From an optimization exercise on the open Yosys and OpenROAD flow, aimed at small area, a short achievable clock period and few clock cycles; shortcuts taken in it are not production practice.
The RTL was checked by simulation tests, not by an equivalence proof against the original design.
Power and IR drop assume default switching activity.

Setup of lane 1:
## tag_store_top
module tag_store_top (
  input  logic                   clk_i,
  input  logic                   rst_i,
  input  logic [(1 + 4 + $clog2(16) + 8 + 1)-1:0]   req_i,
  input  logic                   valid_i,
  output logic                   ready_o,
  input  logic [4-1:0]    lock_i,
  output logic [(4 + 2 + 8)-1:0]   res_o,
  output logic                   valid_o,
  input  logic                   ready_i
);
make LEC_CHECK=0 ABC_CLOCK_PERIOD_IN_PS=2500 CAP_MARGIN=20 CORE_MARGIN=2 CORE_UTILIZATION=40 SETUP_SLACK_MARGIN=4.5 SLEW_MARGIN=20 finish   # period 7.0 ns
run.sh (not shown) runs the stock make flow with config.mk's settings and CLKGATE_MAP_FILE= SYNTH_SCRIPT=/design/flow/synth_recipe.tcl, a recipe that flattens the netlist after the stock synthesis.
Testbench counts of lane 1, summed over its fixed seeds: cycles 12,024.
[inputs] lane 2 vs lane 1
Settings: CTS_CLUSTER_DIAMETER now 80, previously not set; CTS_CLUSTER_SIZE now 30, previously not set; CTS_BUF_LIST now sky130_fd_sc_hd__clkbuf_16, previously not set.
### Flow results
Of the two values seen for first element of the critical path, b_same$_DFF_P_ was produced by lane 2 and w_mod[1]$_DFF_P_ by lane 1. Taking lane 1 as the reference, in lane 2 count of plain and timing-repair buffers went down by 10, total stage count of the critical path went up by 1. Looking only at data required time at the worst endpoint, and setting everything else aside, the lower value of lane 2 and lane 1 goes to lane 2.
[inputs] lane 3 vs lane 2
Settings: CTS_CLUSTER_SIZE removed (was 30); CORE_UTILIZATION changed from 40 to 60; CTS_CLUSTER_DIAMETER removed (was 80); CTS_BUF_LIST removed (was sky130_fd_sc_hd__clkbuf_16).
Notes after the runs:
- Endpoint arrival time on the critical path ends up lower on lane 2.
- Compared with lane 2, in lane 3 highest clock rate lost about 3.7%, internal power picked up an extra about 23%.


run 3:
The RTL this note starts from:
==> flow/design.v <==
`timescale 1ns/1ps
module tag_store_top (
  input  logic                   clk_i,
  input  logic                   rst_i,
  input  logic [(1 + 4 + $clog2(16) + 8 + 1)-1:0]   req_i,
  input  logic                   valid_i,
  output logic                   ready_o,
  input  logic [4-1:0]    lock_i,
  output logic [(4 + 2 + 8)-1:0]   res_o,
  output logic                   valid_o,
  input  logic                   ready_i
);
  localparam int QD = 4;    
  function automatic logic [3:0] victim_oh(input logic [3:0] elig,
                                           input logic [3:0] valid,
                                           input logic [1:0] ptr);
    logic [3:0] free, rot;
    free = elig & ~valid;
    rot  = '0;
    for (int i = 3; i >= 0; i--) begin
      if (elig[2'(ptr + 2'(i))]) begin
        rot = '0;
        rot[2'(ptr + 2'(i))] = 1'b1;
      end
    end
    if (free[0])      victim_oh = 4'b0001;
    else if (free[1]) victim_oh = 4'b0010;
    else if (free[2]) victim_oh = 4'b0100;
    else if (free[3]) victim_oh = 4'b1000;
    else              victim_oh = rot;
  endfunction
  logic       rdy_q;
  logic [2:0] cnt_q;
  logic       accept;
  logic       pop;
  logic [2:0] cnt_next;
  assign accept   = valid_i & rdy_q;
  assign pop      = valid_o & ready_i;
  assign cnt_next = cnt_q + {2'b0, accept} - {2'b0, pop};
  always_ff @(posedge clk_i) begin
    if (rst_i) begin
      cnt_q <= '0;
      rdy_q <= 1'b1;
    end else begin
      cnt_q <= cnt_next;
      rdy_q <= cnt_next < 3'(QD);
    end
  end
  assign ready_o = rdy_q;
  logic        a_v;
  logic [17:0] a_req;
  logic [3:0]  a_lock;
  logic [15:0] a_sel;
  always_ff @(posedge clk_i) begin
    if (rst_i) a_v <= 1'b0;
    else       a_v <= accept;
    a_req  <= req_i;
    a_lock <= lock_i;
    for (int s = 0; s < 16; s++) a_sel[s] <= (req_i[12:9] == 4'(s));
  end
  logic [3:0] a_ind, a_idx, a_elig;
  logic [7:0] a_tag;
  assign a_ind  = a_req[16:13];
  assign a_idx  = a_req[12:9];
  assign a_tag  = a_req[8:1];
  assign a_elig = a_ind & ~a_lock;
  logic [3:0]  m_valid [16];
  logic [3:0]  m_dirty [16];
  logic [1:0]  m_ptr   [16];
  logic [7:0]  m_tag   [16][4];
  logic [3:0]  rd_valid, rd_dirty;
  logic [7:0]  rd_tag [4];
  logic [1:0]  rd_ptr;
  always_comb begin
    rd_valid = '0;
    rd_dirty = '0;
    rd_ptr   = '0;
    for (int w = 0; w < 4; w++) rd_tag[w] = '0;
    for (int s = 0; s < 16; s++) begin
      rd_valid = rd_valid | ({4{a_sel[s]}} & m_valid[s]);
      rd_dirty = rd_dirty | ({4{a_sel[s]}} & m_dirty[s]);
      rd_ptr   = rd_ptr   | ({2{a_sel[s]}} & m_ptr[s]);
      for (int w = 0; w < 4; w++) rd_tag[w] = rd_tag[w] | ({8{a_sel[s]}} & m_tag[s][w]);
    end
  end
  logic        b_v, b_flush, b_dirty, b_same, b_found;
  logic [3:0]  b_ind, b_idx, b_fsoh;
  logic [7:0]  b_tag;
  logic [3:0]  b_hit0, b_hitk, b_vic0;
  logic [3:0]  b_vick [4];
  logic [3:0]  b_valid0, b_dirtyv;
  logic [1:0]  b_ptr;
  logic [7:0]  b_tags [4];
  logic        same_n, eq_prev;
  logic [3:0]  v0, fsoh;
  assign same_n  = b_v && (b_idx == a_idx);
  assign eq_prev = (b_tag == a_tag);
  assign v0      = rd_valid & ~((same_n && b_flush) ? b_ind : 4'b0);
  always_comb begin
    if (a_ind[0])      fsoh = 4'b0001;
    else if (a_ind[1]) fsoh = 4'b0010;
    else if (a_ind[2]) fsoh = 4'b0100;
    else if (a_ind[3]) fsoh = 4'b1000;
    else               fsoh = 4'b0001;
  end
  always_ff @(posedge clk_i) begin
    if (rst_i) b_v <= 1'b0;
    else       b_v <= a_v;
    b_flush  <= a_req[17];
    b_ind    <= a_ind;
    b_idx    <= a_idx;
    b_tag    <= a_tag;
    b_dirty  <= a_req[0];
    b_same   <= same_n;
    b_found  <= |a_elig;
    b_fsoh   <= fsoh;
    for (int w = 0; w < 4; w++) begin
      b_hit0[w] <= a_ind[w] & v0[w] & (rd_tag[w] == a_tag);
      b_hitk[w] <= a_ind[w] & eq_prev;
      b_tags[w] <= rd_tag[w];
    end
    b_vic0   <= victim_oh(a_elig, v0, rd_ptr);
    for (int k = 0; k < 4; k++)
      b_vick[k] <= victim_oh(a_elig, rd_valid | (4'b0001 << k), 2'(k + 1));
    b_valid0 <= v0;
    b_dirtyv <= rd_dirty;
    b_ptr    <= rd_ptr;
  end
  logic [3:0]  w_valid, w_dirty, w_mod;
  logic [1:0]  w_ptr;
  logic [7:0]  w_tag;
  logic [3:0]  ms, hit, vic_oh, c_valid, c_dirty;
  logic [1:0]  c_ptr, vic;
  logic [7:0]  c_tag [4];
  logic        any_hit, hit_dirty;
  always_comb begin
    for (int w = 0; w < 4; w++) begin
      ms[w]    = b_same & w_mod[w];
      hit[w]   = ms[w] ? b_hitk[w] : b_hit0[w];
      c_tag[w] = ms[w] ? w_tag : b_tags[w];
    end
    any_hit = |hit;
    vic_oh  = b_vic0;
    if (|ms) begin
      vic_oh = '0;
      for (int k = 0; k < 4; k++) vic_oh = vic_oh | ({4{w_mod[k]}} & b_vick[k]);
    end
    c_valid = b_same ? w_valid : b_valid0;
    c_dirty = b_same ? w_dirty : b_dirtyv;
    c_ptr   = b_same ? w_ptr   : b_ptr;
    if (hit[0])      hit_dirty = c_dirty[0];
    else if (hit[1]) hit_dirty = c_dirty[1];
    else if (hit[2]) hit_dirty = c_dirty[2];
    else             hit_dirty = c_dirty[3];
  end
  assign vic = {vic_oh[3] | vic_oh[2], vic_oh[3] | vic_oh[1]};
  logic        lookup, refill, dirty_upd;
  logic [3:0]  refill_oh, n_valid, n_dirty, sel_oh, ev_oh;
  logic [1:0]  n_ptr;
  logic [13:0] c_res;
  logic [7:0]  etag;
  assign lookup    = ~b_flush;
  assign refill    = lookup & ~any_hit & b_found;
  assign refill_oh = {4{refill}} & vic_oh;
  assign dirty_upd = lookup & any_hit & b_dirty & ~hit_dirty;
  always_comb begin
    if (b_flush)     n_valid = c_valid & ~b_ind;
    else             n_valid = c_valid | refill_oh;
    if (dirty_upd)   n_dirty = c_dirty | hit;
    else if (refill) n_dirty = (c_dirty & ~vic_oh) | (vic_oh & {4{b_dirty}});
    else             n_dirty = c_dirty;
    n_ptr = refill ? vic + 2'd1 : c_ptr;
  end
  assign sel_oh = b_flush ? b_fsoh : vic_oh;
  assign ev_oh  = sel_oh & c_valid;
  always_comb begin
    etag = '0;
    for (int w = 0; w < 4; w++) etag = etag | ({8{ev_oh[w]}} & c_tag[w]);
    c_res = '0;
    if (lookup && any_hit) begin
      c_res[13:10] = hit;
      c_res[9]     = 1'b1;
    end else if (b_flush || b_found) begin
      c_res[13:10] = b_flush ? b_ind : vic_oh;
      c_res[8]     = |(ev_oh & c_dirty);
      c_res[7:0]   = etag;
    end
  end
  always_ff @(posedge clk_i) begin
    w_valid <= n_valid;
    w_dirty <= n_dirty;
    w_ptr   <= n_ptr;
    w_mod   <= refill_oh;
    w_tag   <= b_tag;
  end
  always_ff @(posedge clk_i) begin
    for (int s = 0; s < 16; s++) begin
      if (rst_i) begin
        m_valid[s] <= '0;
        m_ptr[s]   <= '0;
      end else if (b_v && (b_idx == 4'(s))) begin
        m_valid[s] <= n_valid;
        m_ptr[s]   <= n_ptr;
      end
      if (b_v && (b_idx == 4'(s))) begin
        m_dirty[s] <= n_dirty;
        for (int w = 0; w < 4; w++)
          if (refill_oh[w]) m_tag[s][w] <= b_tag;
      end
    end
  end
  logic [13:0] q [QD];
  logic [2:0]  qn_q;
  logic        vo_q;
  logic [2:0]  qn_next;
  assign qn_next = qn_q + {2'b0, b_v} - {2'b0, pop};
  always_ff @(posedge clk_i) begin
    if (rst_i) begin
      qn_q <= '0;
      vo_q <= 1'b0;
    end else begin
      qn_q <= qn_next;
      vo_q <= qn_next != 3'd0;
    end
    for (int i = 0; i < QD; i++) begin
      if (pop) begin
        if (b_v && (qn_q == 3'(i + 1))) q[i] <= c_res;
        else if (i < QD - 1)            q[i] <= q[(i + 1) % QD];
      end else if (b_v && (qn_q == 3'(i))) begin
        q[i] <= c_res;
      end
    end
  end
  assign valid_o = vo_q;
  assign res_o   = q[0];
endmodule
==> flow/config.mk <==
export PLATFORM = sky130hd
export DESIGN_NAME = tag_store_top
export DESIGN_NICKNAME = tag_store_top
export VERILOG_FILES = /design/flow/design.v
export SDC_FILE = /design/flow/constraint.sdc
export NUM_CORES = 4
export LEC_CHECK = 0
export CAP_MARGIN = 20
export CORE_MARGIN = 2
export CORE_UTILIZATION = 40
export SLEW_MARGIN = 20
==> flow/constraint.sdc <==
create_clock -name core_clock -period 7.0 [get_ports {clk_i}]
set_input_delay 1.4000 -clock core_clock [delete_from_list [all_inputs] [get_ports {clk_i}]]
set_output_delay 1.4000 -clock core_clock [all_outputs]
set_load 0.01 [all_outputs]
No stage failed in run 3, and the final checks on the layout all came back clean.
Testbench counts of run 3, summed over its fixed seeds: cycles 12,024.
#### Input delta (run 2 over run 3)
- an added ABC_CLOCK_PERIOD_IN_PS of 2600
- an added SETUP_SLACK_MARGIN of 4.4
--- outcome ---
In run 2, the power of the sequential group came out about 0.7% above the value in run 3. The synthesis-to-finish area growth of run 2 is higher than that of run 3. Non-clock buffer count of run 2 exceeds that of run 3 by more than 100%. Going from run 3 to run 2, the final critical-path required period was found to have gone down by 1.10 ns. The run with more routed wire is run 2, not run 3. Clock skew, run 3 and run 2: higher on run 2.

port drivers added, routing unchanged:
In the flow no input, the clock included, has a driving cell. The finished layouts below were timed again as built, in two steps. Step 1, drivers: a clkbuf_16 drives clk_i and a buf_2 each remaining input, both assumed. Step 2 also shifts input and output timing later by t, the mid clock arrival at the registers, as if the neighbouring blocks saw the same clock. Slacks: ideal / step 1 / step 2; pairs: ideal / step 1.
run	shift t [ns]	slack for setup (ns)	worst hold slack (ns)
lane 1	0.718	4.394 / 4.359 / 3.907	0.326 / 0.326 / 0.326
lane 2	0.679	4.407 / 4.377 / 3.914	0.330 / 0.330 / 0.330
lane 3	0.702	4.308 / 4.308 / 3.885	0.338 / 0.338 / 0.338
run 3	0.716	3.062 / 3.062 / 2.426	0.330 / 0.330 / 0.330
run 2	0.722	4.160 / 4.160 / 3.855	0.326 / 0.326 / 0.326
After both steps every run listed still meets setup and hold. The setup slack of run 3, which loses most, moves by 0.000 ns with the drivers and by -0.636 ns with both steps.
